This design comes from an exercise in tuning for a short achievable clock period and few clock cycles per item on the open sky130 flow, not from production work.
The RTL was checked by simulation tests, not by an equivalence proof against the original design.
Power figures rest on the tool's default switching activity, not on a simulated workload.

==> flow/design.v <==
`default_nettype none
package cpu_pkg;
    localparam int xlen       = 32;
    localparam int reg_addr_w = 5;
    localparam logic [xlen-1:0] reset_pc = 32'h0000_0000;
    localparam logic [xlen-1:0] nop_inst = 32'h0000_0000;   
    typedef enum logic [5:0] {
        op_special = 6'h00,
        op_j       = 6'h02,
        op_beq     = 6'h04,
        op_bne     = 6'h05,
        op_addiu   = 6'h09,
        op_lui     = 6'h0f,
        op_lw      = 6'h23,
        op_sw      = 6'h2b
    } opcode_e;
    typedef enum logic [5:0] {
        fn_sll  = 6'h00,
        fn_addu = 6'h21,
        fn_subu = 6'h23,
        fn_and  = 6'h24,
        fn_or   = 6'h25,
        fn_slt  = 6'h2a
    } funct_e;
    typedef enum logic [2:0] {
        alu_add,
        alu_sub,
        alu_and,
        alu_or,
        alu_slt,
        alu_sll,      
        alu_pass_b
    } alu_op_e;
    typedef struct packed {
        alu_op_e               alu_op;
        logic [xlen-1:0]       op_a;
        logic [xlen-1:0]       op_b;
        logic [xlen-1:0]       st_data;     
        logic [reg_addr_w-1:0] dest;
        logic                  reg_write;
        logic                  is_load;
        logic                  is_store;
        logic [xlen-1:0]       pc;
    } de_ex_t;
    typedef struct packed {
        logic [xlen-1:0]       result;      
        logic [reg_addr_w-1:0] dest;
        logic                  reg_write;
        logic                  is_load;
        logic [xlen-1:0]       pc;
    } ex_mw_t;
    typedef struct packed {
        logic                  wen;
        logic [reg_addr_w-1:0] waddr;
        logic [xlen-1:0]       wdata;
        logic [xlen-1:0]       pc;
    } wb_t;
    typedef struct packed {
        logic                  valid;       
        logic [reg_addr_w-1:0] dest;
        logic [xlen-1:0]       value;
        logic                  pending;     
    } fwd_t;
endpackage
`default_nettype wire
`timescale 1ns/1ns
`default_nettype none
module fwd_unit (
    input  logic [4:0]  r,
    input  logic [31:0] rfv,         
    input  logic        x1_wen,
    input  logic [4:0]  x1_dest,
    input  logic        x1_ld,
    input  logic        x1_slt,
    input  logic        x2_wen,
    input  logic [4:0]  x2_dest,
    input  logic        x2_ld,
    input  logic [15:0] x2_lo,       
    input  logic        m_wen,
    input  logic [4:0]  m_dest,
    input  logic        m_ld,
    input  logic [31:0] m_res,
    input  logic        w_wen,
    input  logic [4:0]  w_dest,
    input  logic [31:0] w_val,       
    output logic        st,          
    output logic        h1,          
    output logic        h2,          
    output logic [15:0] lo,          
    output logic [15:0] hi           
);
    logic hit1, hit2, hit3, hit4;
    assign hit1 = x1_wen && x1_dest == r;
    assign hit2 = x2_wen && x2_dest == r;
    assign hit3 = m_wen && m_dest == r;
    assign hit4 = w_wen && w_dest == r;
    assign st = (hit1 && (x1_ld || x1_slt)) || (!hit1 && hit2 && x2_ld)
              || (!hit1 && !hit2 && hit3 && m_ld);
    assign h1 = hit1;
    assign h2 = !hit1 && hit2;
    always_comb begin
        if (hit2)      lo = x2_lo;
        else if (hit3) lo = m_res[15:0];
        else if (hit4) lo = w_val[15:0];
        else           lo = rfv[15:0];
        if (hit3)      hi = m_res[31:16];
        else if (hit4) hi = w_val[31:16];
        else           hi = rfv[31:16];
    end
endmodule
`default_nettype wire
`timescale 1ns/1ns
`default_nettype none
module cpu_top (
    input  logic                           clk,
    input  logic                           rst_n,
    output logic [cpu_pkg::xlen-1:0]       inst_addr,
    input  logic [cpu_pkg::xlen-1:0]       inst_rdata,
    output logic                           data_req,
    output logic                           data_wr,
    output logic [cpu_pkg::xlen-1:0]       data_addr,
    output logic [cpu_pkg::xlen-1:0]       data_wdata,
    input  logic [cpu_pkg::xlen-1:0]       data_rdata,
    output logic [cpu_pkg::xlen-1:0]       debug_wb_pc,
    output logic                           debug_wb_rf_wen,
    output logic [cpu_pkg::reg_addr_w-1:0] debug_wb_rf_wnum,
    output logic [cpu_pkg::xlen-1:0]       debug_wb_rf_wdata
);
    logic rst_q;
    always_ff @(posedge clk) rst_q <= rst_n;
    logic [31:0] pc_f;           
    logic [31:0] pc_i;           
    logic        vi;             
    logic        held;           
    logic [31:0] hold_inst, hold_pc;
    logic        x1_v, x1_wen, x1_ld, x1_sw, x1_beq, x1_bne;
    logic [4:0]  x1_dest, x1_sh;
    logic [31:0] x1_pc, x1_tgt, x1_pc8;
    logic        x1_add, x1_sub, x1_and, x1_or, x1_slt, x1_sll, x1_lui;
    logic [15:0] x1_alo, x1_blo, x1_slo, x1_ahi, x1_bhi, x1_shi;
    logic        x1_h1a, x1_h1b, x1_h1s;     
    logic [15:0] x1_calo, x1_cahi, x1_cblo, x1_cbhi;
    logic        x2_v, x2_wen, x2_ld, x2_sw, x2_beq, x2_bne;
    logic [4:0]  x2_dest, x2_sh;
    logic [31:0] x2_pc, x2_tgt, x2_pc8;
    logic        x2_add, x2_sub, x2_and, x2_or, x2_slt, x2_sll, x2_lui;
    logic [15:0] x2_rlo, x2_alo, x2_blo, x2_slo, x2_ahi, x2_bhi, x2_shi;
    logic        x2_cs, x2_cd;               
    logic        x2_late;                    
    logic [31:0] x2_ca, x2_cb;
    logic [31:0] m_res, m_pc, w_res, w_pc;
    logic [4:0]  m_dest, w_dest;
    logic        m_wen, m_ld, w_wen, w_ld;
    logic [31:0] rf [1:31];
    logic [15:0] alo, blo, slo, res_lo, early_lo;
    logic [16:0] sum_lo, diff_lo;
    logic [31:0] sll_lo_full;
    assign alo = x1_alo;
    assign blo = x1_blo;
    assign slo = x1_slo;
    assign sum_lo  = {1'b0, alo} + {1'b0, blo};
    assign diff_lo = {1'b0, alo} + {1'b0, ~blo} + 17'd1;
    assign sll_lo_full = {16'd0, blo} << x1_sh;
    assign early_lo = ({16{x1_and}} & (alo & blo))
                    | ({16{x1_or}}  & (alo | blo))
                    | ({16{x1_sll}} & sll_lo_full[15:0]);
    assign res_lo = ({16{x1_add}} & sum_lo[15:0])
                  | ({16{x1_sub}} & diff_lo[15:0])
                  | early_lo;
    logic [15:0] s0_hi, s1_hi, d0_hi, d1_hi, sum_hi, diff_hi, res_hi, early_hi, lo_fin;
    logic [31:0] sll_full, res32;
    logic        slt_bit;
    assign s0_hi = x2_ahi + x2_bhi;
    assign s1_hi = x2_ahi + x2_bhi + 16'd1;
    assign d0_hi = x2_ahi + ~x2_bhi;
    assign d1_hi = x2_ahi - x2_bhi;
    assign sum_hi  = x2_cs ? s1_hi : s0_hi;
    assign diff_hi = x2_cd ? d1_hi : d0_hi;
    assign sll_full = {x2_bhi, x2_blo} << x2_sh;
    assign early_hi = ({16{x2_and}} & (x2_ahi & x2_bhi))
                    | ({16{x2_or}}  & (x2_ahi | x2_bhi))
                    | ({16{x2_sll}} & sll_full[31:16])
                    | ({16{x2_lui}} & x2_bhi);
    assign res_hi = ({16{x2_add & ~x2_cs}} & s0_hi)
                  | ({16{x2_add &  x2_cs}} & s1_hi)
                  | ({16{x2_sub & ~x2_cd}} & d0_hi)
                  | ({16{x2_sub &  x2_cd}} & d1_hi)
                  | early_hi;
    assign slt_bit = (x2_ahi[15] & ~x2_bhi[15]) | (~(x2_ahi[15] ^ x2_bhi[15]) & diff_hi[15]);
    assign lo_fin  = x2_slt ? {15'd0, slt_bit} : x2_rlo;
    assign res32   = {res_hi, lo_fin};
    logic        e1_ok, eq1, eq2, mp1, mp2, mispredict;
    logic [15:0] calo, cahi, cblo, cbhi;
    logic [31:0] corr;
    assign calo  = x1_calo;
    assign cblo  = x1_cblo;
    assign cahi  = x1_cahi;
    assign cbhi  = x1_cbhi;
    assign e1_ok = !x1_h1a && !x1_h1b;
    assign eq1   = ({cahi, calo} == {cbhi, cblo});
    assign mp1   = (x1_beq || x1_bne) && e1_ok && eq1;
    assign eq2   = (x2_ca == x2_cb);
    assign mp2   = (x2_beq || x2_bne) && x2_late && eq2;
    assign mispredict = mp1 || mp2;
    assign corr = mp2 ? (x2_beq ? x2_tgt : x2_pc8) : (x1_beq ? x1_tgt : x1_pc8);
    logic [31:0] ir, pc_d;
    logic        d_v, kill;
    assign ir   = held ? hold_inst : inst_rdata;
    assign pc_d = held ? hold_pc : pc_i;
    assign d_v  = held || vi;
    assign kill = mp2 && x1_v;
    logic [5:0]  op, fn;
    logic [4:0]  rs, rt, rd;
    logic [31:0] imm_s, pcp4_d, tgt_d;
    logic        is_r, r_addu, r_subu, r_and, r_or, r_slt, r_sll;
    logic        i_addiu, i_lui, i_lw, i_sw, i_beq, i_bne, i_j, i_br;
    logic        uses_rs, uses_rt, b_is_rt, b_imm, writes;
    logic [4:0]  dest;
    logic        stall, d_go, dr;
    logic [31:0] val_w, pc_norm;
    assign op = ir[31:26];
    assign fn = ir[5:0];
    assign rs = ir[25:21];
    assign rt = ir[20:16];
    assign rd = ir[15:11];
    assign imm_s = {{16{ir[15]}}, ir[15:0]};
    assign is_r    = op == 6'h00;
    assign r_addu  = is_r && fn == 6'h21;
    assign r_subu  = is_r && fn == 6'h23;
    assign r_and   = is_r && fn == 6'h24;
    assign r_or    = is_r && fn == 6'h25;
    assign r_slt   = is_r && fn == 6'h2a;
    assign r_sll   = is_r && fn == 6'h00;
    assign i_addiu = op == 6'h09;
    assign i_lui   = op == 6'h0f;
    assign i_lw    = op == 6'h23;
    assign i_sw    = op == 6'h2b;
    assign i_beq   = op == 6'h04;
    assign i_bne   = op == 6'h05;
    assign i_j     = op == 6'h02;
    assign i_br    = i_beq || i_bne;
    assign uses_rs = r_addu || r_subu || r_and || r_or || r_slt || i_addiu || i_lw || i_sw
                     || i_br;
    assign b_is_rt = r_addu || r_subu || r_and || r_or || r_slt || r_sll || i_br;
    assign uses_rt = b_is_rt || i_sw;
    assign b_imm   = i_addiu || i_lw || i_sw || i_lui;
    assign writes  = r_addu || r_subu || r_and || r_or || r_slt || r_sll || i_addiu || i_lui
                     || i_lw;
    assign dest    = is_r ? rd : rt;
    assign pcp4_d = pc_f;
    assign tgt_d  = i_j ? {pcp4_d[31:28], ir[25:0], 2'b00} : pcp4_d + {imm_s[29:0], 2'b00};
    assign val_w = w_ld ? data_rdata : w_res;
    logic        s_rs, s_rt, h1_rs, h1_rt, h2_rs, h2_rt;
    logic [15:0] lo_rs, lo_rt, hi_rs, hi_rt;
    logic [31:0] rf_rs, rf_rt;
    assign rf_rs = (rs == 5'd0) ? 32'd0 : rf[rs];
    assign rf_rt = (rt == 5'd0) ? 32'd0 : rf[rt];
    fwd_unit u_fwd_rs (
        .r(rs), .rfv(rf_rs),
        .x1_wen(x1_wen), .x1_dest(x1_dest), .x1_ld(x1_ld), .x1_slt(x1_slt),
        .x2_wen(x2_wen), .x2_dest(x2_dest), .x2_ld(x2_ld), .x2_lo(lo_fin),
        .m_wen(m_wen), .m_dest(m_dest), .m_ld(m_ld), .m_res(m_res),
        .w_wen(w_wen), .w_dest(w_dest), .w_val(val_w),
        .st(s_rs), .h1(h1_rs), .h2(h2_rs), .lo(lo_rs), .hi(hi_rs)
    );
    fwd_unit u_fwd_rt (
        .r(rt), .rfv(rf_rt),
        .x1_wen(x1_wen), .x1_dest(x1_dest), .x1_ld(x1_ld), .x1_slt(x1_slt),
        .x2_wen(x2_wen), .x2_dest(x2_dest), .x2_ld(x2_ld), .x2_lo(lo_fin),
        .m_wen(m_wen), .m_dest(m_dest), .m_ld(m_ld), .m_res(m_res),
        .w_wen(w_wen), .w_dest(w_dest), .w_val(val_w),
        .st(s_rt), .h1(h1_rt), .h2(h2_rt), .lo(lo_rt), .hi(hi_rt)
    );
    assign stall = d_v && ((uses_rs && s_rs) || (uses_rt && s_rt));
    assign d_go  = d_v && !stall;
    assign dr    = d_go && (i_bne || i_j);
    assign pc_norm = stall ? pc_f : (dr ? tgt_d : pc_f + 32'd4);
    always_ff @(posedge clk) begin
        if (!rst_q) begin
            pc_f <= 32'd0;
            vi   <= 1'b0;
            held <= 1'b0;
        end else begin
            pc_f <= mispredict ? corr : pc_norm;
            vi   <= !mispredict;
            held <= stall && !kill;
        end
    end
    always_ff @(posedge clk) begin
        pc_i <= pc_f;
        if (stall) begin
            hold_inst <= ir;
            hold_pc   <= pc_d;
        end
    end
    logic go;
    assign go = d_go && !kill;
    always_ff @(posedge clk) begin
        if (!rst_q) begin
            x1_v   <= 1'b0;
            x1_wen <= 1'b0;
            x1_ld  <= 1'b0;
            x1_sw  <= 1'b0;
            x1_beq <= 1'b0;
            x1_bne <= 1'b0;
        end else begin
            x1_v   <= go;
            x1_wen <= go && writes && dest != 5'd0;
            x1_ld  <= go && i_lw;
            x1_sw  <= go && i_sw;
            x1_beq <= go && i_beq;
            x1_bne <= go && i_bne;
        end
    end
    always_ff @(posedge clk) begin
        x1_pc   <= pc_d;
        x1_dest <= dest;
        x1_sh   <= ir[10:6];
        x1_tgt  <= tgt_d;
        x1_pc8  <= pc_f + 32'd4;
        x1_add  <= r_addu || i_addiu || i_lw || i_sw;
        x1_sub  <= r_subu;
        x1_and  <= r_and;
        x1_or   <= r_or;
        x1_slt  <= r_slt;
        x1_sll  <= r_sll;
        x1_lui  <= i_lui;
        x1_alo  <= h1_rs ? res_lo : lo_rs;
        x1_ahi  <= h2_rs ? res_hi : hi_rs;
        x1_h1a  <= h1_rs;
        x1_blo  <= (!b_imm && h1_rt) ? res_lo
                 : (b_imm ? (i_lui ? 16'd0 : ir[15:0]) : lo_rt);
        x1_bhi  <= (!b_imm && h2_rt) ? res_hi
                 : (b_imm ? (i_lui ? ir[15:0] : {16{ir[15]}}) : hi_rt);
        x1_h1b  <= !b_imm && h1_rt;
        x1_slo  <= h1_rt ? res_lo : lo_rt;
        x1_shi  <= h2_rt ? res_hi : hi_rt;
        x1_h1s  <= h1_rt;
        x1_calo <= (i_br && h1_rs) ? res_lo : (i_br ? lo_rs : 16'd0);
        x1_cahi <= (i_br && h2_rs) ? res_hi : (i_br ? hi_rs : 16'd0);
        x1_cblo <= (i_br && h1_rt) ? res_lo : (i_br ? lo_rt : 16'd0);
        x1_cbhi <= (i_br && h2_rt) ? res_hi : (i_br ? hi_rt : 16'd0);
    end
    always_ff @(posedge clk) begin
        if (!rst_q) begin
            x2_v   <= 1'b0;
            x2_wen <= 1'b0;
            x2_ld  <= 1'b0;
            x2_sw  <= 1'b0;
            x2_beq <= 1'b0;
            x2_bne <= 1'b0;
        end else begin
            x2_v   <= x1_v;
            x2_wen <= x1_wen;
            x2_ld  <= x1_ld;
            x2_sw  <= x1_sw;
            x2_beq <= x1_beq;
            x2_bne <= x1_bne;
        end
    end
    always_ff @(posedge clk) begin
        x2_pc   <= x1_pc;
        x2_dest <= x1_dest;
        x2_sh   <= x1_sh;
        x2_tgt  <= x1_tgt;
        x2_pc8  <= x1_pc8;
        x2_add  <= x1_add;
        x2_sub  <= x1_sub;
        x2_and  <= x1_and;
        x2_or   <= x1_or;
        x2_slt  <= x1_slt;
        x2_sll  <= x1_sll;
        x2_lui  <= x1_lui;
        x2_late <= !e1_ok;
        x2_rlo  <= res_lo;
        x2_cs   <= sum_lo[16];
        x2_cd   <= diff_lo[16];
        x2_alo  <= alo;
        x2_blo  <= blo;
        x2_slo  <= slo;
        x2_ahi  <= x1_h1a ? res_hi : x1_ahi;
        x2_bhi  <= x1_h1b ? res_hi : x1_bhi;
        x2_shi  <= x1_h1s ? res_hi : x1_shi;
        x2_ca   <= {(x1_h1a ? res_hi : cahi), calo};
        x2_cb   <= {(x1_h1b ? res_hi : cbhi), cblo};
    end
    always_ff @(posedge clk) begin
        if (!rst_q) begin
            data_req <= 1'b0;
            m_wen    <= 1'b0;
            m_ld     <= 1'b0;
            w_wen    <= 1'b0;
            w_ld     <= 1'b0;
            debug_wb_rf_wen <= 1'b0;
        end else begin
            data_req <= x2_ld || x2_sw;
            m_wen    <= x2_wen;
            m_ld     <= x2_ld && x2_wen;
            w_wen    <= m_wen;
            w_ld     <= m_ld;
            debug_wb_rf_wen <= w_wen;
        end
    end
    always_ff @(posedge clk) begin
        data_wr    <= x2_sw;
        data_addr  <= {sum_hi, x2_rlo};
        data_wdata <= {x2_shi, x2_slo};
        m_res  <= res32;
        m_dest <= x2_dest;
        m_pc   <= x2_pc;
        w_res  <= m_res;
        w_dest <= m_dest;
        w_pc   <= m_pc;
        debug_wb_pc       <= w_pc;
        debug_wb_rf_wnum  <= w_dest;
        debug_wb_rf_wdata <= val_w;
    end
    always_ff @(posedge clk) begin
        for (int i = 1; i < 32; i++) begin
            if (!rst_q) rf[i] <= 32'd0;
            else if (w_wen && w_dest == 5'(i)) rf[i] <= val_w;
        end
    end
    assign inst_addr = pc_f;
endmodule
`default_nettype wire
==> flow/run.sh <==
#!/bin/bash
# synth_recipe.tcl (not shown) runs the flow's synth.tcl, then flattens the netlist and writes it again
# the make line also repeats each setting of config.mk as NAME=value (left out here)
make -C /OpenROAD-flow-scripts/flow DESIGN_CONFIG=/design/flow/config.mk WORK_HOME=/design/flow/orfs CLKGATE_MAP_FILE= SYNTH_SCRIPT=/design/flow/synth_recipe.tcl finish
==> flow/config.mk <==
export PLATFORM = sky130hd
export DESIGN_NAME = cpu_top
export DESIGN_NICKNAME = cpu_top
export VERILOG_FILES = /design/flow/design.v
export SDC_FILE = /design/flow/constraint.sdc
export NUM_CORES = 4
export LEC_CHECK = 0
export ABC_CLOCK_PERIOD_IN_PS = 2500
export CAP_MARGIN = 20
export CORE_MARGIN = 2
export CORE_UTILIZATION = 40
export SETUP_SLACK_MARGIN = 4.0
export SLEW_MARGIN = 20
==> flow/constraint.sdc <==
create_clock -name core_clock -period 7.0 [get_ports {clk}]
set_input_delay 1.4000 -clock core_clock [delete_from_list [all_inputs] [get_ports {clk}]]
set_output_delay 1.4000 -clock core_clock [all_outputs]
set_load 0.01 [all_outputs]
==> flow_summary.json, run 1 <==
{
  "crit_chain": "buf_12 > buf_6 > buf_12 > buf_16 > nand4b_1 > buf_4 > and2_4 > o22ai_1 > or3_4 > nor4_4 > or3_4 > a31oi_4 > mux2i_1 > o22ai_1",
  "max_stage_delay_ps": 840,
  "period_minus_slack_ps": 3970,
  "cap_violations": 0,
  "hold_viol": 0,
  "finalCritPeriodShare": 0.568,
  "syn2layout_area_growth_pct": 40.5,
  "cts.hold.buffers_added": 0,
  "via_count": 94800,
  "peakVddDrop_v": 0.000326,
  "synth_edf_count": 64,
  "grt_pass1_vias": 83000,
  "mostFrequentLayoutCell": "dfxtp_1",
  "core_um2": 215000,
  "yosysSeqAreaShare": 0.462,
  "powerDensity_nw_per_um2": 215,
  "start_util": 0.403,
  "drive_above_1_share": 0.302,
  "crit_buf_inv": 5,
  "die_w_um": 469,
  "grt_overflow_total": 0,
  "drt_iter0_drc": 18300,
  "numCtsBuffers": 205,
  "synth_area_leader_cell": "dfxtp_1",
  "clock_path_buffers": 3,
  "die_area_um2": 220000,
  "outcome": "complete, no violations",
  "viasPerCell": 6.99,
  "max_freq_ghz": 0.252,
  "ant_nets": 0,
  "worst_pin_slew_ps": 1350,
  "relSlewSlack": 0.102,
  "numPortBuffers": 233,
  "syn_inst": 9467,
  "grt_pass1_wl_um": 721000,
  "synth.avg_cell_area_um2": 9.13,
  "io-pin-count": 234,
  "leakage_nw": 43.6,
  "setup_viol": 0,
  "postSynth.asyncResetShare": 0,
  "drtPass1Iterations": 13,
  "final_cell_mix": "1827 x dfxtp_1, 1249 x nor2_1, 1035 x a211oi_1",
  "required_ps": 7770,
  "cts_tree": "yes",
  "ys.flop_type": "dfxtp_1",
  "rsz0062_at_grt": "true",
  "clock_sinks": 1962,
  "synthTopCellsByArea": "dfxtp_1 44%, a211oi_1 9.3%, nor2_1 5.8%",
  "cp-start-kind": "flip-flop",
  "routedWlPerCell_um": 40.8,
  "hpwl_um": 320000,
  "cp_max_fo": 8,
  "grt_max_degree": 209,
  "whs_ps": 272,
  "cts_root_buf": "clkbuf_16",
  "drc": 0,
  "final_cells": 13600,
  "crit_type": "reg2reg",
  "ys_seq_elements": 1962,
  "tns_ps": 0,
  "endpoint_kind": "flip-flop",
  "clk_latency_ps": 970,
  "syn_area_um2": 86500,
  "finClkSkew_ps": 82.1,
  "min_path_type": "reg2reg",
  "rows": 170,
  "cts_max_level": 4,
  "path_delay_family": "simple AND/OR/NAND/NOR gates",
  "path_clk_slew_ps": 70,
  "crit_arrival_ps": 4740,
  "wirelength_um": 553000,
  "routabilityCongestion": 1.05,
  "die_h_um": 469,
  "drv_slew": 0,
  "synth_top_area_share": 0.439,
  "yosysWarnings": 35,
  "fin_nets": 10700,
  "antenna_found_initial": 74,
  "grt.total_usage": 0.476,
  "synth.distinct_cells": 117,
  "placed_cells": 12000,
  "cpMaxStageDelayCell": "nor4_4"
}
what timing repair did:
action | CTS | global route
endpoints found under the setup margin | 1006 | 929
buffers inserted | 617 | 355
cloned | 66 | 22
gates resized for setup | 1578 | 725
pin swaps | 342 | 442
layer usage:
layer,global-route usage,vias to the layer above,wire length [µm]
li1,-,37500,-
met1,0.548,45300,191000
met2,0.639,8738,212000
met3,0.251,3205,85500
met4,0.400,71,61900
met5,0.0582,-,2400
through the flow:
step                      total power [mW]   util  cell area [µm²]  worst slack, ps
after global routing                  26.5  0.565           121000             3150
after global placement                13.5  0.438            94100              389
after detailed placement              13.5  0.439            94300              728
after floorplan                       12.7      -            89100             2800
after CTS                             25.6  0.532           114000             3340
final                                 26.1  0.566           122000             3030
worst paths after layout:
| check | from | end | slack (ps) | cells past startpoint |
|---|---|---|---|---|
| max | held$_SDFF_PN0_ | x1_blo[6]$_DFF_P_ | 3030 | 14 |
| min | x2_pc[7]$_DFF_P_ | m_pc[7]$_DFF_P_ | 270 | 0 |
| max reg2reg | held$_SDFF_PN0_ | x1_blo[6]$_DFF_P_ | 3030 | 14 |
| min reg2reg | x2_pc[7]$_DFF_P_ | m_pc[7]$_DFF_P_ | 270 | 0 |
cell usage after synthesis, drive strengths merged (40+ instances only):
| library cell | number |
|---|---|
| a211oi | 1071 |
| a21oi | 409 |
| a221oi | 110 |
| a222oi | 48 |
| a22o | 98 |
| a22oi | 651 |
| and2 | 90 |
| buf | 216 |
| clkbuf | 647 |
| dfxtp | 1898 |
| edfxtp | 64 |
| ha | 130 |
| inv | 214 |
| mux2 | 103 |
| mux2i | 151 |
| nand2 | 418 |
| nand3 | 198 |
| nand4 | 98 |
| nor2 | 1340 |
| nor3 | 94 |
| nor4 | 51 |
| o211ai | 52 |
| o21a | 81 |
| o21ai | 224 |
| o221ai | 40 |
| o22ai | 113 |
| xnor2 | 110 |
| xor2 | 71 |
flip-flops by register name (all words and copies together), names as in the netlist, 32 cells and up:
register,cells
x2_tgt,32
rf,992
m_res,32
x1_pc,32
hold_inst,32
pc_i,32
w_res,32
data_addr,32
pc_f,32
data_wdata,32
debug_wb_rf_wdata,32
x1_tgt,32
w_pc,32
x2_pc,32
hold_pc,32
x2_pc8,32
m_pc,32
x2_cb,32
debug_wb_pc,32
x2_ca,32
cell families (layout without fill, tap and decap cells):
logic type	after synthesis	after routing	synth area share
xor gates and xnor gates	181	181	0.0183
muxes	278	282	0.0376
adders and majority gates	136	136	0.0202
DFF	1962	1962	0.462
buffers and inverters	1080	2243	0.0512
and+or+nand+nor	2610	2623	0.140
other	0	79	0
AOI/OAI and AO/OA	3220	3221	0.271
layout make-up:
type,count,area [µm²]
diodes,79,198
clock buffers,294,6090
clock inverters,87,1310
fillers,18500,93300
inverters,217,938
multi-input cells,6443,50500
flip-flops and latches,1962,40100
well taps,2838,3550
repair buffers,1633,18600
repair inverters,12,239
where the power goes:
group	internal [mW]	total [mW]	switching [mW]	leakage, nW
combinational	0.921	2.64	1.72	24.0
clock	6.81	11.9	5.11	3.61
sequential	11.4	11.5	0.136	16.0
total	19.1	26.1	6.97	43.6
Testbench counts, summed over its fixed seeds: cycles 29,121, instrs 25,953.
==> inputs of run 2 (changes only) <==
--- a/flow/design.v
+++ b/flow/design.v
@@ -65,6 +65,40 @@
 `default_nettype wire
 `timescale 1ns/1ns
 `default_nettype none
+module fetch_ctl (
+    input  logic [31:0] inst,
+    input  logic [31:0] pc_next,     
+    input  logic [31:0] pv,          
+    output logic        stall,
+    output logic        redirect,
+    output logic [31:0] target
+);
+    logic [5:0] op, fn;
+    logic       is_r, alu_rr, uses_rs, uses_rt;
+    assign op      = inst[31:26];
+    assign fn      = inst[5:0];
+    assign is_r    = op == 6'h00;
+    assign alu_rr  = is_r && (fn == 6'h21 || fn == 6'h23 || fn == 6'h24 || fn == 6'h25
+                              || fn == 6'h2a);
+    assign uses_rs = alu_rr || op == 6'h09 || op == 6'h23 || op == 6'h2b || op == 6'h04
+                     || op == 6'h05;
+    assign uses_rt = alu_rr || (is_r && fn == 6'h00) || op == 6'h2b || op == 6'h04
+                     || op == 6'h05;
+    assign stall   = (uses_rs && pv[inst[25:21]]) || (uses_rt && pv[inst[20:16]]);
+    assign redirect = op == 6'h05 || op == 6'h02;
+    logic [16:0] lo;
+    logic [13:0] hi_p1, hi_m1, hi;
+    assign lo     = {1'b0, pc_next[17:2]} + {1'b0, inst[15:0]};
+    assign hi_p1  = pc_next[31:18] + 14'd1;
+    assign hi_m1  = pc_next[31:18] - 14'd1;
+    assign hi     = (lo[16] && !inst[15]) ? hi_p1
+                  : ((!lo[16] && inst[15]) ? hi_m1 : pc_next[31:18]);
+    assign target = (op == 6'h02) ? {pc_next[31:28], inst[25:0], 2'b00}
+                                  : {hi, lo[15:0], 2'b00};
+endmodule
+`default_nettype wire
+`timescale 1ns/1ns
+`default_nettype none
 module fwd_unit (
     input  logic [4:0]  r,
     input  logic [31:0] rfv,         
@@ -139,7 +173,6 @@
     logic        x1_add, x1_sub, x1_and, x1_or, x1_slt, x1_sll, x1_lui;
     logic [15:0] x1_alo, x1_blo, x1_slo, x1_ahi, x1_bhi, x1_shi;
     logic        x1_h1a, x1_h1b, x1_h1s;     
-    logic [15:0] x1_calo, x1_cahi, x1_cblo, x1_cbhi;
     logic        x2_v, x2_wen, x2_ld, x2_sw, x2_beq, x2_bne;
     logic [4:0]  x2_dest, x2_sh;
     logic [31:0] x2_pc, x2_tgt, x2_pc8;
@@ -147,7 +180,9 @@
     logic [15:0] x2_rlo, x2_alo, x2_blo, x2_slo, x2_ahi, x2_bhi, x2_shi;
     logic        x2_cs, x2_cd;               
     logic        x2_late;                    
-    logic [31:0] x2_ca, x2_cb;
+    logic [31:0] x1_doh, x2_doh, m_doh, w_doh;
+    logic        x1_bad;
+    logic [31:0] x1_dv, pv;
     logic [31:0] m_res, m_pc, w_res, w_pc;
     logic [4:0]  m_dest, w_dest;
     logic        m_wen, m_ld, w_wen, w_ld;
@@ -190,16 +225,11 @@
     assign lo_fin  = x2_slt ? {15'd0, slt_bit} : x2_rlo;
     assign res32   = {res_hi, lo_fin};
     logic        e1_ok, eq1, eq2, mp1, mp2, mispredict;
-    logic [15:0] calo, cahi, cblo, cbhi;
     logic [31:0] corr;
-    assign calo  = x1_calo;
-    assign cblo  = x1_cblo;
-    assign cahi  = x1_cahi;
-    assign cbhi  = x1_cbhi;
     assign e1_ok = !x1_h1a && !x1_h1b;
-    assign eq1   = ({cahi, calo} == {cbhi, cblo});
+    assign eq1   = ({x1_ahi, alo} == {x1_bhi, blo});
     assign mp1   = (x1_beq || x1_bne) && e1_ok && eq1;
-    assign eq2   = (x2_ca == x2_cb);
+    assign eq2   = ({x2_ahi, x2_alo} == {x2_bhi, x2_blo});
     assign mp2   = (x2_beq || x2_bne) && x2_late && eq2;
     assign mispredict = mp1 || mp2;
     assign corr = mp2 ? (x2_beq ? x2_tgt : x2_pc8) : (x1_beq ? x1_tgt : x1_pc8);
@@ -248,13 +278,26 @@
                      || i_lw;
     assign dest    = is_r ? rd : rt;
     assign pcp4_d = pc_f;
-    assign tgt_d  = i_j ? {pcp4_d[31:28], ir[25:0], 2'b00} : pcp4_d + {imm_s[29:0], 2'b00};
+    logic        st_r, st_h, rd_r, rd_h, redir;
+    logic [31:0] tgt_r, tgt_h;
+    fetch_ctl u_fc_r (.inst(inst_rdata), .pc_next(pcp4_d), .pv(pv),
+                      .stall(st_r), .redirect(rd_r), .target(tgt_r));
+    fetch_ctl u_fc_h (.inst(hold_inst), .pc_next(pcp4_d), .pv(pv),
+                      .stall(st_h), .redirect(rd_h), .target(tgt_h));
+    assign tgt_d = held ? tgt_h : tgt_r;
     assign val_w = w_ld ? data_rdata : w_res;
     logic        s_rs, s_rt, h1_rs, h1_rt, h2_rs, h2_rt;
     logic [15:0] lo_rs, lo_rt, hi_rs, hi_rt;
-    logic [31:0] rf_rs, rf_rt;
-    assign rf_rs = (rs == 5'd0) ? 32'd0 : rf[rs];
-    assign rf_rt = (rt == 5'd0) ? 32'd0 : rf[rt];
+    logic [4:0]  rs_a, rt_a;
+    logic [31:0] rf_rs, rf_rt, cap_rs, cap_rt;
+    assign rs_a  = inst_rdata[25:21];
+    assign rt_a  = inst_rdata[20:16];
+    assign rf_rs = held ? cap_rs : ((rs_a == 5'd0) ? 32'd0 : rf[rs_a]);
+    assign rf_rt = held ? cap_rt : ((rt_a == 5'd0) ? 32'd0 : rf[rt_a]);
+    always_ff @(posedge clk) begin
+        cap_rs <= (w_wen && w_dest == rs) ? val_w : rf_rs;
+        cap_rt <= (w_wen && w_dest == rt) ? val_w : rf_rt;
+    end
     fwd_unit u_fwd_rs (
         .r(rs), .rfv(rf_rs),
         .x1_wen(x1_wen), .x1_dest(x1_dest), .x1_ld(x1_ld), .x1_slt(x1_slt),
@@ -271,12 +314,17 @@
         .w_wen(w_wen), .w_dest(w_dest), .w_val(val_w),
         .st(s_rt), .h1(h1_rt), .h2(h2_rt), .lo(lo_rt), .hi(hi_rt)
     );
-    assign stall = d_v && ((uses_rs && s_rs) || (uses_rt && s_rt));
+    assign x1_dv = x1_doh & {32{x1_v}};
+    assign pv    = (x1_dv & {32{x1_bad}})
+                 | (~x1_dv & x2_doh & {32{x2_ld}})
+                 | (~x1_dv & ~x2_doh & m_doh & {32{m_ld}});
+    assign stall = held ? st_h : (vi && st_r);
+    assign redir = held ? rd_h : (vi && rd_r);
     assign d_go  = d_v && !stall;
-    assign dr    = d_go && (i_bne || i_j);
-    assign pc_norm = stall ? pc_f : (dr ? tgt_d : pc_f + 32'd4);
+    assign dr    = d_go && redir;
+    assign pc_norm = stall ? pc_f : (redir ? tgt_d : pc_f + 32'd4);
     always_ff @(posedge clk) begin
-        if (!rst_q) begin
+        if (!rst_n) begin
             pc_f <= 32'd0;
             vi   <= 1'b0;
             held <= 1'b0;
@@ -288,15 +336,13 @@
     end
     always_ff @(posedge clk) begin
         pc_i <= pc_f;
-        if (stall) begin
-            hold_inst <= ir;
-            hold_pc   <= pc_d;
-        end
+        hold_inst <= ir;
+        hold_pc   <= pc_d;
     end
     logic go;
     assign go = d_go && !kill;
     always_ff @(posedge clk) begin
-        if (!rst_q) begin
+        if (!rst_n) begin
             x1_v   <= 1'b0;
             x1_wen <= 1'b0;
             x1_ld  <= 1'b0;
@@ -315,6 +361,7 @@
     always_ff @(posedge clk) begin
         x1_pc   <= pc_d;
         x1_dest <= dest;
+        x1_bad  <= i_lw || r_slt;
         x1_sh   <= ir[10:6];
         x1_tgt  <= tgt_d;
         x1_pc8  <= pc_f + 32'd4;
@@ -336,13 +383,9 @@
         x1_slo  <= h1_rt ? res_lo : lo_rt;
         x1_shi  <= h2_rt ? res_hi : hi_rt;
         x1_h1s  <= h1_rt;
-        x1_calo <= (i_br && h1_rs) ? res_lo : (i_br ? lo_rs : 16'd0);
-        x1_cahi <= (i_br && h2_rs) ? res_hi : (i_br ? hi_rs : 16'd0);
-        x1_cblo <= (i_br && h1_rt) ? res_lo : (i_br ? lo_rt : 16'd0);
-        x1_cbhi <= (i_br && h2_rt) ? res_hi : (i_br ? hi_rt : 16'd0);
     end
     always_ff @(posedge clk) begin
-        if (!rst_q) begin
+        if (!rst_n) begin
             x2_v   <= 1'b0;
             x2_wen <= 1'b0;
             x2_ld  <= 1'b0;
@@ -381,11 +424,9 @@
         x2_ahi  <= x1_h1a ? res_hi : x1_ahi;
         x2_bhi  <= x1_h1b ? res_hi : x1_bhi;
         x2_shi  <= x1_h1s ? res_hi : x1_shi;
-        x2_ca   <= {(x1_h1a ? res_hi : cahi), calo};
-        x2_cb   <= {(x1_h1b ? res_hi : cbhi), cblo};
     end
     always_ff @(posedge clk) begin
-        if (!rst_q) begin
+        if (!rst_n) begin
             data_req <= 1'b0;
             m_wen    <= 1'b0;
             m_ld     <= 1'b0;
@@ -416,9 +457,22 @@
         debug_wb_rf_wdata <= val_w;
     end
     always_ff @(posedge clk) begin
+        x1_doh <= (writes && dest != 5'd0) ? (32'd1 << dest) : 32'd0;
+        if (!rst_q) begin
+            x2_doh <= 32'd0;
+            m_doh  <= 32'd0;
+            w_doh  <= 32'd0;
+        end else begin
+            x2_doh <= x1_dv;
+            m_doh  <= x2_doh;
+            w_doh  <= m_doh;
+        end
+    end
+    logic [31:0] rf_wd;
+    assign rf_wd = val_w & {32{rst_q}};
+    always_ff @(posedge clk) begin
         for (int i = 1; i < 32; i++) begin
-            if (!rst_q) rf[i] <= 32'd0;
-            else if (w_wen && w_dest == 5'(i)) rf[i] <= val_w;
+            if (w_doh[i] || !rst_q) rf[i] <= rf_wd;
         end
     end
     assign inst_addr = pc_f;
--- a/flow/config.mk
+++ b/flow/config.mk
@@ -9,5 +9,6 @@
 export CAP_MARGIN = 20
 export CORE_MARGIN = 2
 export CORE_UTILIZATION = 40
+export PLACE_DENSITY = 0.5
 export SETUP_SLACK_MARGIN = 4.0
 export SLEW_MARGIN = 20
==> run 2 against run 1 <==
Still clean on timing, DRC and antenna. Total power grew 26%. Sequential power rose by 29%. First-iteration DRC count is 18% lower. Synthesized area is 2.3% lower. Critical path type is now in2reg. Largest cell class is now flip-flops and latches. Highest routed layer unchanged.
==> flow_summary.json, run 2 <==
{
  "outcome": "complete, no violations",
  "via_count": 81100,
  "rsz0062_at_grt": "true",
  "synthTopCellsByArea": "edfxtp_1 36%, dfxtp_1 23%, a22oi_1 7.4%",
  "whs_ps": 310,
  "grt.total_usage": 0.426,
  "drv_slew": 0,
  "wirelength_um": 481000,
  "cts_tree": "yes",
  "synth_compound_area_frac": 0.178,
  "die_h_um": 464,
  "leakage_nw": 46.8,
  "worst_pin_slew_ps": 1400,
  "syn_inst": 7258,
  "synth_top_area_share": 0.364,
  "die_area_um2": 215000,
  "max_freq_ghz": 0.269,
  "fin_nets": 8839,
  "final_area_um2": 120000,
  "peakVddDrop_v": 0.000244,
  "cts_root_buf": "clkbuf_16",
  "drt_iter0_drc": 15100,
  "endpoint_kind": "flip-flop",
  "reg2reg_depth": 13,
  "core_um2": 210000,
  "crit_type": "in2reg",
  "viasPerCell": 6.94,
  "synth_common_cells": "1024 x edfxtp_1, 977 x dfxtp_1, 836 x a22oi_1",
  "drtPass1Iterations": 17,
  "io-pin-count": 234,
  "yosysSeqAreaShare": 0.596,
  "numPortBuffers": 233,
  "path_clk_slew_ps": 60,
  "grt_pass1_wl_um": 630000,
  "ys_seq_elements": 2001,
  "cts_max_level": 4,
  "clock_sinks": 2001,
  "routabilityCongestion": 0.974,
  "fin_ws_ps": 3290,
  "r2r_end": "pc_f[2]$_SDFFE_PN0P_",
  "synth_top_family_by_area": "compound AO/OA/AOI/OAI gates",
  "place_worst_setup_slack_ps": 953,
  "grt_pass1_vias": 73700,
  "period_minus_slack_ps": 3710,
  "placed_cells": 10100,
  "min_path_type": "reg2reg",
  "postSynth.asyncResetShare": 0,
  "syn_area_um2": 84500,
  "cap_violations": 0,
  "finalCritPeriodShare": 0.531,
  "powerDensity_nw_per_um2": 273,
  "start_util": 0.403,
  "routedWlPerCell_um": 41.2,
  "cp-startpoint": "inst_rdata[17]",
  "drc": 0,
  "ant_nets": 0,
  "r2r_slack_ps": 3360,
  "whs_endpoint": "w_pc[6]$_DFF_P_",
  "largest_register_ffs": 992,
  "place_area_um2": 92800,
  "synth_area_leader_cell": "edfxtp_1",
  "finClkSkew_ps": 48.2,
  "synthXorXnorAreaFrac": 0.0176,
  "synth.avg_cell_area_um2": 11.6,
  "yosysWarnings": 35,
  "hold_viol": 0,
  "final_cell_mix": "1024 x edfxtp_1, 883 x dfxtp_1, 771 x buf_4",
  "clock_path_buffers": 3,
  "numCtsBuffers": 209,
  "grt_overflow_total": 0,
  "yosys.area_share.adder": 0.0214,
  "worstHoldStart": "m_pc[6]$_DFF_P_",
  "crit_arrival_ps": 4510,
  "synth-simple-area-share": 0.111,
  "cp_max_fo": 7,
  "ys.flop_type": "edfxtp_1",
  "setup_viol": 0,
  "synth_mux_area_frac": 0.0444,
  "final_cells": 11700,
  "holdPathStages": 0,
  "drive_above_1_share": 0.357,
  "rr_startpoint": "x1_v$_SDFF_PN0_",
  "largest_register": "rf",
  "die_w_um": 464,
  "tns_ps": 0,
  "synth.distinct_cells": 102,
  "cp-start-kind": "input pin",
  "syn2layout_area_growth_pct": 42.3,
  "required_ps": 7800,
  "grt_max_degree": 115,
  "rows": 168,
  "mostFrequentLayoutCell": "edfxtp_1",
  "synth_edf_count": 1024,
  "synth_most_common_cell": "edfxtp_1",
  "hpwl_um": 255000,
  "relSlewSlack": 0.0429,
  "antenna_found_initial": 51,
  "clk_latency_ps": 920
}
run 2: area by class of cell:
| class | count | area (µm²) |
|---|---|---|
| Inverter | 220 | 898 |
| Fill cell | 17100 | 89600 |
| Sequential cell | 2001 | 50600 |
| Antenna cell | 57 | 143 |
| Timing Repair Buffer | 1616 | 18400 |
| Multi-Input combinational cell | 4585 | 39400 |
| Tap cell | 2805 | 3510 |
| Clock inverter | 124 | 1410 |
| Clock buffer | 270 | 5790 |
run 2: report_power, final:
part / switching (mW) / internal, mW
Clock: 5.08 / 6.69
Sequential: 1.05 / 13.7
Combinational: 3.79 / 2.52
Total: 9.92 / 22.9
run 2: per-layer routing:
metal / GRT usage / up-vias / wire (µm)
met2: 0.596 / 7979 / 191000
met4: 0.321 / 54 / 49500
met3: 0.211 / 2864 / 73100
li1: - / 30900 / -
met5: 0.0294 / - / 2460
met1: 0.496 / 39300 / 165000
run 2: timing repair:
action	4_1_cts	5_1_grt
setup buffers	791	258
hold buffers	0	0
setup endpoints to repair	505	300
gates resized for setup	1670	555
cloned	80	10
pin swaps	523	414
run 2: cell families (layout without fill, tap and decap cells):
family | count (synthesis) | after routing
compound gates | 2117 | 2117
flops | 2001 | 2001
simple gates | 1790 | 1819
buf+inv | 701 | 2230
mux | 338 | 338
xor+xnor | 170 | 170
fa+ha+maj | 140 | 140
other cells | 1 | 58
run 2: how the worst max path moves through the flow:
stage                     slack, ps  cells after the start                    end
after floorplan                3300                     10      x1_beq$_SDFF_PN0_
after global placement          740                     13     x1_blo[13]$_DFF_P_
after detailed placement        950                     12      x1_blo[5]$_DFF_P_
after CTS                      3390                     12  pc_f[29]$_SDFFE_PN0P_
after global routing           3350                     13   pc_f[2]$_SDFFE_PN0P_
final                          3290                     15     x1_blo[10]$_DFF_P_
run 2: worst max-delay path, stage by stage:
cell and delay (ps):
buf_16 100, buf_12 120, nand2b_4 230, buf_6 130, buf_6 90, nor3_4 40, buf_6 150, buf_4 180
a22oi_1 170, nand4_1 220, nor4_4 780, a2bb2oi_2 190, mux2i_2 110, a221o_1 380, a22o_1 210
run 2: metrics by stage:
| stage | util | power, mW |
|---|---|---|
| floorplan | - | 17.0 |
| global placement | 0.442 | 19.3 |
| detailed placement | 0.443 | 19.3 |
| CTS | 0.548 | 32.0 |
| global route | 0.573 | 33.6 |
| finish | 0.573 | 32.9 |
Testbench counts of run 2, summed over its fixed seeds: cycles 29,041, instrs 25,953.
==> inputs of run 3 (changes only) <==
--- a/flow/design.v
+++ b/flow/design.v
@@ -86,22 +86,14 @@
                      || op == 6'h05;
     assign stall   = (uses_rs && pv[inst[25:21]]) || (uses_rt && pv[inst[20:16]]);
     assign redirect = op == 6'h05 || op == 6'h02;
-    logic [16:0] lo;
-    logic [13:0] hi_p1, hi_m1, hi;
-    assign lo     = {1'b0, pc_next[17:2]} + {1'b0, inst[15:0]};
-    assign hi_p1  = pc_next[31:18] + 14'd1;
-    assign hi_m1  = pc_next[31:18] - 14'd1;
-    assign hi     = (lo[16] && !inst[15]) ? hi_p1
-                  : ((!lo[16] && inst[15]) ? hi_m1 : pc_next[31:18]);
-    assign target = (op == 6'h02) ? {pc_next[31:28], inst[25:0], 2'b00}
-                                  : {hi, lo[15:0], 2'b00};
+    assign target  = (op == 6'h02) ? {pc_next[31:28], inst[25:0], 2'b00}
+                                   : pc_next + {{14{inst[15]}}, inst[15:0], 2'b00};
 endmodule
 `default_nettype wire
 `timescale 1ns/1ns
 `default_nettype none
 module fwd_unit (
     input  logic [4:0]  r,
-    input  logic [31:0] rfv,         
     input  logic        x1_wen,
     input  logic [4:0]  x1_dest,
     input  logic        x1_ld,
@@ -120,8 +112,10 @@
     output logic        st,          
     output logic        h1,          
     output logic        h2,          
-    output logic [15:0] lo,          
-    output logic [15:0] hi           
+    output logic        lo_any,      
+    output logic [15:0] lo_ov,
+    output logic        hi_any,      
+    output logic [15:0] hi_ov
 );
     logic hit1, hit2, hit3, hit4;
     assign hit1 = x1_wen && x1_dest == r;
@@ -132,19 +126,53 @@
               || (!hit1 && !hit2 && hit3 && m_ld);
     assign h1 = hit1;
     assign h2 = !hit1 && hit2;
+    assign lo_any = hit2 || hit3 || hit4;
+    assign hi_any = hit3 || hit4;
     always_comb begin
-        if (hit2)      lo = x2_lo;
-        else if (hit3) lo = m_res[15:0];
-        else if (hit4) lo = w_val[15:0];
-        else           lo = rfv[15:0];
-        if (hit3)      hi = m_res[31:16];
-        else if (hit4) hi = w_val[31:16];
-        else           hi = rfv[31:16];
+        if (hit2)      lo_ov = x2_lo;
+        else if (hit3) lo_ov = m_res[15:0];
+        else           lo_ov = w_val[15:0];
+        if (hit3)      hi_ov = m_res[31:16];
+        else           hi_ov = w_val[31:16];
     end
 endmodule
 `default_nettype wire
 `timescale 1ns/1ns
 `default_nettype none
+module rf_read (
+    input  logic [1023:0] regs,      
+    input  logic [4:0]    addr,
+    output logic [31:0]   data
+);
+    assign data = (addr == 5'd0) ? 32'd0 : regs[{addr, 5'd0} +: 32];
+endmodule
+`default_nettype wire
+`timescale 1ns/1ns
+`default_nettype none
+module add16 (
+    input  logic [15:0] a,
+    input  logic [15:0] b,
+    output logic [16:0] s
+);
+    assign s = {1'b0, a} + {1'b0, b};
+endmodule
+module add16i (
+    input  logic [15:0] a,
+    input  logic [15:0] b,
+    output logic [16:0] s
+);
+    assign s = {1'b0, a} + {1'b0, b} + 17'd1;
+endmodule
+module eq32 (
+    input  logic [31:0] a,
+    input  logic [31:0] b,
+    output logic        eq
+);
+    assign eq = (a == b);
+endmodule
+`default_nettype wire
+`timescale 1ns/1ns
+`default_nettype none
 module cpu_top (
     input  logic                           clk,
     input  logic                           rst_n,
@@ -180,6 +208,8 @@
     logic [15:0] x2_rlo, x2_alo, x2_blo, x2_slo, x2_ahi, x2_bhi, x2_shi;
     logic        x2_cs, x2_cd;               
     logic        x2_late;                    
+    logic [31:0] x1_ca, x1_cb, x2_ca, x2_cb;
+    logic        x1_e1ok;
     logic [31:0] x1_doh, x2_doh, m_doh, w_doh;
     logic        x1_bad;
     logic [31:0] x1_dv, pv;
@@ -193,8 +223,8 @@
     assign alo = x1_alo;
     assign blo = x1_blo;
     assign slo = x1_slo;
-    assign sum_lo  = {1'b0, alo} + {1'b0, blo};
-    assign diff_lo = {1'b0, alo} + {1'b0, ~blo} + 17'd1;
+    add16  u_add_lo (.a(alo), .b(blo),  .s(sum_lo));
+    add16i u_sub_lo (.a(alo), .b(~blo), .s(diff_lo));
     assign sll_lo_full = {16'd0, blo} << x1_sh;
     assign early_lo = ({16{x1_and}} & (alo & blo))
                     | ({16{x1_or}}  & (alo | blo))
@@ -205,10 +235,15 @@
     logic [15:0] s0_hi, s1_hi, d0_hi, d1_hi, sum_hi, diff_hi, res_hi, early_hi, lo_fin;
     logic [31:0] sll_full, res32;
     logic        slt_bit;
-    assign s0_hi = x2_ahi + x2_bhi;
-    assign s1_hi = x2_ahi + x2_bhi + 16'd1;
-    assign d0_hi = x2_ahi + ~x2_bhi;
-    assign d1_hi = x2_ahi - x2_bhi;
+    logic [16:0] s0_x, s1_x, d0_x, d1_x;
+    add16  u_s0_hi (.a(x2_ahi), .b(x2_bhi),  .s(s0_x));
+    add16i u_s1_hi (.a(x2_ahi), .b(x2_bhi),  .s(s1_x));
+    add16  u_d0_hi (.a(x2_ahi), .b(~x2_bhi), .s(d0_x));
+    add16i u_d1_hi (.a(x2_ahi), .b(~x2_bhi), .s(d1_x));
+    assign s0_hi = s0_x[15:0];
+    assign s1_hi = s1_x[15:0];
+    assign d0_hi = d0_x[15:0];
+    assign d1_hi = d1_x[15:0];
     assign sum_hi  = x2_cs ? s1_hi : s0_hi;
     assign diff_hi = x2_cd ? d1_hi : d0_hi;
     assign sll_full = {x2_bhi, x2_blo} << x2_sh;
@@ -226,10 +261,10 @@
     assign res32   = {res_hi, lo_fin};
     logic        e1_ok, eq1, eq2, mp1, mp2, mispredict;
     logic [31:0] corr;
-    assign e1_ok = !x1_h1a && !x1_h1b;
-    assign eq1   = ({x1_ahi, alo} == {x1_bhi, blo});
+    assign e1_ok = x1_e1ok;
+    eq32 u_eq1 (.a(x1_ca), .b(x1_cb), .eq(eq1));
     assign mp1   = (x1_beq || x1_bne) && e1_ok && eq1;
-    assign eq2   = ({x2_ahi, x2_alo} == {x2_bhi, x2_blo});
+    eq32 u_eq2 (.a(x2_ca), .b(x2_cb), .eq(eq2));
     assign mp2   = (x2_beq || x2_bne) && x2_late && eq2;
     assign mispredict = mp1 || mp2;
     assign corr = mp2 ? (x2_beq ? x2_tgt : x2_pc8) : (x1_beq ? x1_tgt : x1_pc8);
@@ -287,37 +322,62 @@
     assign tgt_d = held ? tgt_h : tgt_r;
     assign val_w = w_ld ? data_rdata : w_res;
     logic        s_rs, s_rt, h1_rs, h1_rt, h2_rs, h2_rt;
+    logic        la_rs, la_rt, ha_rs, ha_rt;
     logic [15:0] lo_rs, lo_rt, hi_rs, hi_rt;
     logic [4:0]  rs_a, rt_a;
     logic [31:0] rf_rs, rf_rt, cap_rs, cap_rt;
     assign rs_a  = inst_rdata[25:21];
     assign rt_a  = inst_rdata[20:16];
-    assign rf_rs = held ? cap_rs : ((rs_a == 5'd0) ? 32'd0 : rf[rs_a]);
-    assign rf_rt = held ? cap_rt : ((rt_a == 5'd0) ? 32'd0 : rf[rt_a]);
+    logic [1023:0] rf_flat;
+    logic [31:0]   rd_rs, rd_rt;
+    always_comb begin
+        rf_flat[31:0] = 32'd0;
+        for (int i = 1; i < 32; i++) rf_flat[32*i +: 32] = rf[i];
+    end
+    rf_read u_rd_rs (.regs(rf_flat), .addr(rs_a), .data(rd_rs));
+    rf_read u_rd_rt (.regs(rf_flat), .addr(rt_a), .data(rd_rt));
+    assign rf_rs = held ? cap_rs : rd_rs;
+    assign rf_rt = held ? cap_rt : rd_rt;
     always_ff @(posedge clk) begin
         cap_rs <= (w_wen && w_dest == rs) ? val_w : rf_rs;
         cap_rt <= (w_wen && w_dest == rt) ? val_w : rf_rt;
     end
     fwd_unit u_fwd_rs (
-        .r(rs), .rfv(rf_rs),
+        .r(rs),
         .x1_wen(x1_wen), .x1_dest(x1_dest), .x1_ld(x1_ld), .x1_slt(x1_slt),
         .x2_wen(x2_wen), .x2_dest(x2_dest), .x2_ld(x2_ld), .x2_lo(lo_fin),
         .m_wen(m_wen), .m_dest(m_dest), .m_ld(m_ld), .m_res(m_res),
         .w_wen(w_wen), .w_dest(w_dest), .w_val(val_w),
-        .st(s_rs), .h1(h1_rs), .h2(h2_rs), .lo(lo_rs), .hi(hi_rs)
+        .st(s_rs), .h1(h1_rs), .h2(h2_rs),
+        .lo_any(la_rs), .lo_ov(lo_rs), .hi_any(ha_rs), .hi_ov(hi_rs)
     );
     fwd_unit u_fwd_rt (
-        .r(rt), .rfv(rf_rt),
+        .r(rt),
         .x1_wen(x1_wen), .x1_dest(x1_dest), .x1_ld(x1_ld), .x1_slt(x1_slt),
         .x2_wen(x2_wen), .x2_dest(x2_dest), .x2_ld(x2_ld), .x2_lo(lo_fin),
         .m_wen(m_wen), .m_dest(m_dest), .m_ld(m_ld), .m_res(m_res),
         .w_wen(w_wen), .w_dest(w_dest), .w_val(val_w),
-        .st(s_rt), .h1(h1_rt), .h2(h2_rt), .lo(lo_rt), .hi(hi_rt)
+        .st(s_rt), .h1(h1_rt), .h2(h2_rt),
+        .lo_any(la_rt), .lo_ov(lo_rt), .hi_any(ha_rt), .hi_ov(hi_rt)
     );
     assign x1_dv = x1_doh & {32{x1_v}};
     assign pv    = (x1_dv & {32{x1_bad}})
                  | (~x1_dv & x2_doh & {32{x2_ld}})
                  | (~x1_dv & ~x2_doh & m_doh & {32{m_ld}});
+    logic sa_res_lo, sa_ov_lo, sa_rf_lo, sa_res_hi, sa_ov_hi, sa_rf_hi;
+    logic st_res_lo, st_ov_lo, st_rf_lo, st_res_hi, st_ov_hi, st_rf_hi;
+    assign sa_res_lo = h1_rs;
+    assign sa_ov_lo  = !h1_rs && la_rs;
+    assign sa_rf_lo  = !h1_rs && !la_rs;
+    assign sa_res_hi = h2_rs;
+    assign sa_ov_hi  = !h1_rs && !h2_rs && ha_rs;
+    assign sa_rf_hi  = !h2_rs && !ha_rs;
+    assign st_res_lo = h1_rt;
+    assign st_ov_lo  = !h1_rt && la_rt;
+    assign st_rf_lo  = !h1_rt && !la_rt;
+    assign st_res_hi = h2_rt;
+    assign st_ov_hi  = !h1_rt && !h2_rt && ha_rt;
+    assign st_rf_hi  = !h2_rt && !ha_rt;
     assign stall = held ? st_h : (vi && st_r);
     assign redir = held ? rd_h : (vi && rd_r);
     assign d_go  = d_v && !stall;
@@ -372,16 +432,27 @@
         x1_slt  <= r_slt;
         x1_sll  <= r_sll;
         x1_lui  <= i_lui;
-        x1_alo  <= h1_rs ? res_lo : lo_rs;
-        x1_ahi  <= h2_rs ? res_hi : hi_rs;
+        x1_alo  <= ({16{sa_res_lo}} & res_lo) | ({16{sa_ov_lo}} & lo_rs)
+                 | ({16{sa_rf_lo}} & rf_rs[15:0]);
+        x1_ahi  <= ({16{sa_res_hi}} & res_hi) | ({16{sa_ov_hi}} & hi_rs)
+                 | ({16{sa_rf_hi}} & rf_rs[31:16]);
         x1_h1a  <= h1_rs;
-        x1_blo  <= (!b_imm && h1_rt) ? res_lo
-                 : (b_imm ? (i_lui ? 16'd0 : ir[15:0]) : lo_rt);
-        x1_bhi  <= (!b_imm && h2_rt) ? res_hi
-                 : (b_imm ? (i_lui ? ir[15:0] : {16{ir[15]}}) : hi_rt);
+        x1_blo  <= ({16{!b_imm}} & (({16{st_res_lo}} & res_lo) | ({16{st_ov_lo}} & lo_rt)
+                                     | ({16{st_rf_lo}} & rf_rt[15:0])))
+                 | ({16{b_imm && !i_lui}} & ir[15:0]);
+        x1_bhi  <= ({16{!b_imm}} & (({16{st_res_hi}} & res_hi) | ({16{st_ov_hi}} & hi_rt)
+                                     | ({16{st_rf_hi}} & rf_rt[31:16])))
+                 | ({16{b_imm}} & (i_lui ? ir[15:0] : {16{ir[15]}}));
         x1_h1b  <= !b_imm && h1_rt;
-        x1_slo  <= h1_rt ? res_lo : lo_rt;
-        x1_shi  <= h2_rt ? res_hi : hi_rt;
+        x1_e1ok <= !h1_rs && !h1_rt && !h2_rs && !h2_rt;
+        x1_ca   <= (i_br && !h1_rs && !h2_rs)
+                 ? {(ha_rs ? hi_rs : rf_rs[31:16]), (la_rs ? lo_rs : rf_rs[15:0])} : 32'd0;
+        x1_cb   <= (i_br && !h1_rt && !h2_rt)
+                 ? {(ha_rt ? hi_rt : rf_rt[31:16]), (la_rt ? lo_rt : rf_rt[15:0])} : 32'd0;
+        x1_slo  <= ({16{st_res_lo}} & res_lo) | ({16{st_ov_lo}} & lo_rt)
+                 | ({16{st_rf_lo}} & rf_rt[15:0]);
+        x1_shi  <= ({16{st_res_hi}} & res_hi) | ({16{st_ov_hi}} & hi_rt)
+                 | ({16{st_rf_hi}} & rf_rt[31:16]);
         x1_h1s  <= h1_rt;
     end
     always_ff @(posedge clk) begin
@@ -415,6 +486,8 @@
         x2_sll  <= x1_sll;
         x2_lui  <= x1_lui;
         x2_late <= !e1_ok;
+        x2_ca   <= (x1_beq || x1_bne) ? {(x1_h1a ? res_hi : x1_ahi), alo} : 32'd0;
+        x2_cb   <= (x1_beq || x1_bne) ? {(x1_h1b ? res_hi : x1_bhi), blo} : 32'd0;
         x2_rlo  <= res_lo;
         x2_cs   <= sum_lo[16];
         x2_cd   <= diff_lo[16];
@@ -468,11 +541,10 @@
             w_doh  <= m_doh;
         end
     end
-    logic [31:0] rf_wd;
-    assign rf_wd = val_w & {32{rst_q}};
     always_ff @(posedge clk) begin
         for (int i = 1; i < 32; i++) begin
-            if (w_doh[i] || !rst_q) rf[i] <= rf_wd;
+            if (!rst_q) rf[i] <= 32'd0;
+            else if (w_doh[i]) rf[i] <= val_w;
         end
     end
     assign inst_addr = pc_f;
--- a/flow/config.mk
+++ b/flow/config.mk
@@ -9,6 +9,7 @@
 export CAP_MARGIN = 20
 export CORE_MARGIN = 2
 export CORE_UTILIZATION = 40
-export PLACE_DENSITY = 0.5
 export SETUP_SLACK_MARGIN = 4.0
 export SLEW_MARGIN = 20
+export SYNTH_HIERARCHICAL = 1
+export SYNTH_MINIMUM_KEEP_SIZE = 0
==> run 3 against run 2 <==
Still clean on timing, DRC and antenna. Cell area grew 8.9%. Sequential power shrank 14%. Worst setup slack gained 51 ps. First-iteration DRC count shrank 26%. Fmax grew 1.4%. Utilization shrank 5.8 points. Global-route usage shrank 13 points. Register-to-register slack lost 20 ps. Critical path type is now reg2reg.
==> flow_summary.json, run 3 <==
{
  "min_path_type": "reg2reg",
  "leakage_nw": 57.2,
  "required_ps": 7830,
  "drtPass1Iterations": 12,
  "core_um2": 254000,
  "wirelength_um": 412000,
  "die_area_um2": 260000,
  "numPortBuffers": 233,
  "grt_pass1_wl_um": 576000,
  "p_clk_frac": 0.424,
  "p_int_mw": 21.3,
  "clock_sinks": 2118,
  "cap_violations": 0,
  "peakVddDrop_v": 0.000245,
  "grt_util_met2": 0.462,
  "finalCritPeriodShare": 0.523,
  "clk_latency_ps": 940,
  "antenna_found_initial": 20,
  "busiest_layer": "met2",
  "drc": 0,
  "largest_register": "rf",
  "cts_tree": "yes",
  "io-pin-count": 234,
  "p_seq_frac": 0.433,
  "final_util": 0.515,
  "die_h_um": 510,
  "final_area_um2": 131000,
  "yosysWarnings": 9,
  "power_mw": 29.4,
  "cts_max_level": 4,
  "clock_path_buffers": 3,
  "die_w_um": 510,
  "worst_pin_slew_ps": 1260,
  "grt_overflow_total": 0,
  "synth.avg_cell_area_um2": 10.4,
  "crit_arrival_ps": 4490,
  "routedWlPerCell_um": 29.5,
  "drive_above_1_share": 0.314,
  "cp_max_fo": 8,
  "tns_ps": 0,
  "met3_usage": 0.0634,
  "endpoint_kind": "flip-flop",
  "combPwrFrac": 0.143,
  "netSwitchingFraction": 0.275,
  "setup_viol": 0,
  "syn_area_um2": 103000,
  "start_util": 0.403,
  "mostFrequentLayoutCell": "dfxtp_1",
  "syn2layout_area_growth_pct": 27.7,
  "grt.total_usage": 0.298,
  "place_area_um2": 108000,
  "outcome": "complete, no violations",
  "relSlewSlack": 0.159,
  "use_met1": 0.386,
  "numCtsBuffers": 221,
  "p_sw_mw": 8.07,
  "final_cell_mix": "1939 x dfxtp_1, 1283 x nand2_1, 1002 x o211a_1",
  "max_freq_ghz": 0.273,
  "ant_nets": 0,
  "n_fill_cell": 21800,
  "path_clk_slew_ps": 70,
  "cts_root_buf": "clkbuf_16",
  "period_minus_slack_ps": 3660,
  "cp-start-kind": "flip-flop",
  "drt_iter0_drc": 11100,
  "viasPerCell": 6.30,
  "drv_slew": 0,
  "powerDensity_nw_per_um2": 224,
  "rows": 185,
  "largest_register_ffs": 992,
  "crit_type": "reg2reg",
  "hpwl_um": 231000,
  "grt_max_degree": 219,
  "fin_nets": 10600,
  "hold_viol": 0,
  "grt_pass1_vias": 82000,
  "finClkSkew_ps": 96.8,
  "syn_inst": 9848,
  "rsz0062_at_grt": "true",
  "via_count": 88000,
  "routabilityCongestion": 0.938
}
run 3: routing by layer:
metal / share of wire / vias up
li1: - / 37500
met1: 0.39 / 44000
met2: 0.45 / 5179
met3: 0.10 / 1198
met4: 0.068 / 16
met5: 0.00087 / -
run 3: cell type report:
class / instances / area [µm²] / share of cell area
repair inverters: 1 / 16.3 / 0.000124
clock buffers: 318 / 6490 / 0.0496
diodes: 12 / 30.0 / 0.000229
well taps: 3366 / 4210 / 0.0322
inverters: 186 / 796 / 0.00608
multi-input cells: 6729 / 62300 / 0.476
clock inverters: 99 / 1270 / 0.00967
repair buffers: 1128 / 12700 / 0.0971
flip-flops and latches: 2118 / 43100 / 0.329
run 3: power groups by stage:
stage	combinational, mW	clock (mW)	sequential, mW
5_1_grt	4.37	13.1	12.7
2_1_floorplan	2.01	0	12.8
3_5_place_dp	2.97	0	13.0
4_1_cts	3.73	12.6	12.7
3_3_place_gp	2.95	0	13.0
6_report	4.21	12.5	12.7
run 3: critical path, stage by stage, from the launching register on:
cell       delay (ps)
dfxtp_4           420
clkbuf_16         200
nand2_1            60
nor2_1             40
a21oi_2           130
a21oi_2           110
mux4_2            500
mux4_2            510
mux2_4            330
o21ai_2            70
o21ai_1            90
nand2_2           150
o21a_4            180
nor2_4             50
buf_6             140
or4_1             410
and3_1            180
run 3: final timing paths:
| kind | slack, ps | cells after the start | startpoint | endpoint |
|---|---|---|---|---|
| min reg2reg | 270 | 0 | x2_shi[11]$_DFF_P_ | data_wdata[27]$_DFF_P_ |
| max | 3340 | 16 | m_ld$_SDFF_PN0_ | pc_f[6]$_SDFFE_PN0P_ |
| max reg2reg | 3340 | 16 | m_ld$_SDFF_PN0_ | pc_f[6]$_SDFFE_PN0P_ |
| min | 270 | 0 | x2_shi[11]$_DFF_P_ | data_wdata[27]$_DFF_P_ |
run 3: repair_timing:
action | CTS | global route
buffers inserted | 431 | 232
gates resized for setup | 1385 | 608
endpoints found under the setup margin | 605 | 340
gates cloned | 78 | 23
hold buffers | 0 | 0
pin swaps | 277 | 237
run 3: per-stage QoR:
step	instances	setup slack (ps)	hold slack, ps
finish	14000	3340	270
global route	13900	3210	283
CTS	13700	3380	285
detailed placement	12800	1600	312
global placement	12800	1680	310
floorplan	9912	2870	310
Testbench counts of run 3, summed over its fixed seeds: cycles 29,057, instrs 25,953.

-- what the ideal ports hide --
No port has a modelled driver above. Below, the same layouts with a new extraction and two added sets of constraints. Step 1, drivers: a clkbuf_16 drives clk and a buf_2 each remaining input, both assumed. Step 2 times the ports against the registers' clock, not the clock port: input delays grow and output delays shrink by t, the midpoint of the rising clock arrivals with the driver on. Three values: ideal ports, drivers, drivers and shift; two values: the first two.
run | t (ns) | setup slack, ns | hold WS [ns] | worst data-port slew with drivers (ns)
run 1 | 1.037 | 3.027 / 3.008 / 1.971 | 0.272 / 0.272 / 0.272 | 0.25
run 2 | 1.000 | 3.286 / 3.210 / 2.210 | 0.310 / 0.310 / 0.310 | 0.33
run 3 | 0.986 | 3.337 / 3.320 / 2.334 | 0.270 / 0.270 / 0.270 | 0.59
After both steps setup and hold are still met in every run listed. The setup slack of run 2, which loses most, moves by -0.076 ns with the drivers and by -1.076 ns with both steps.
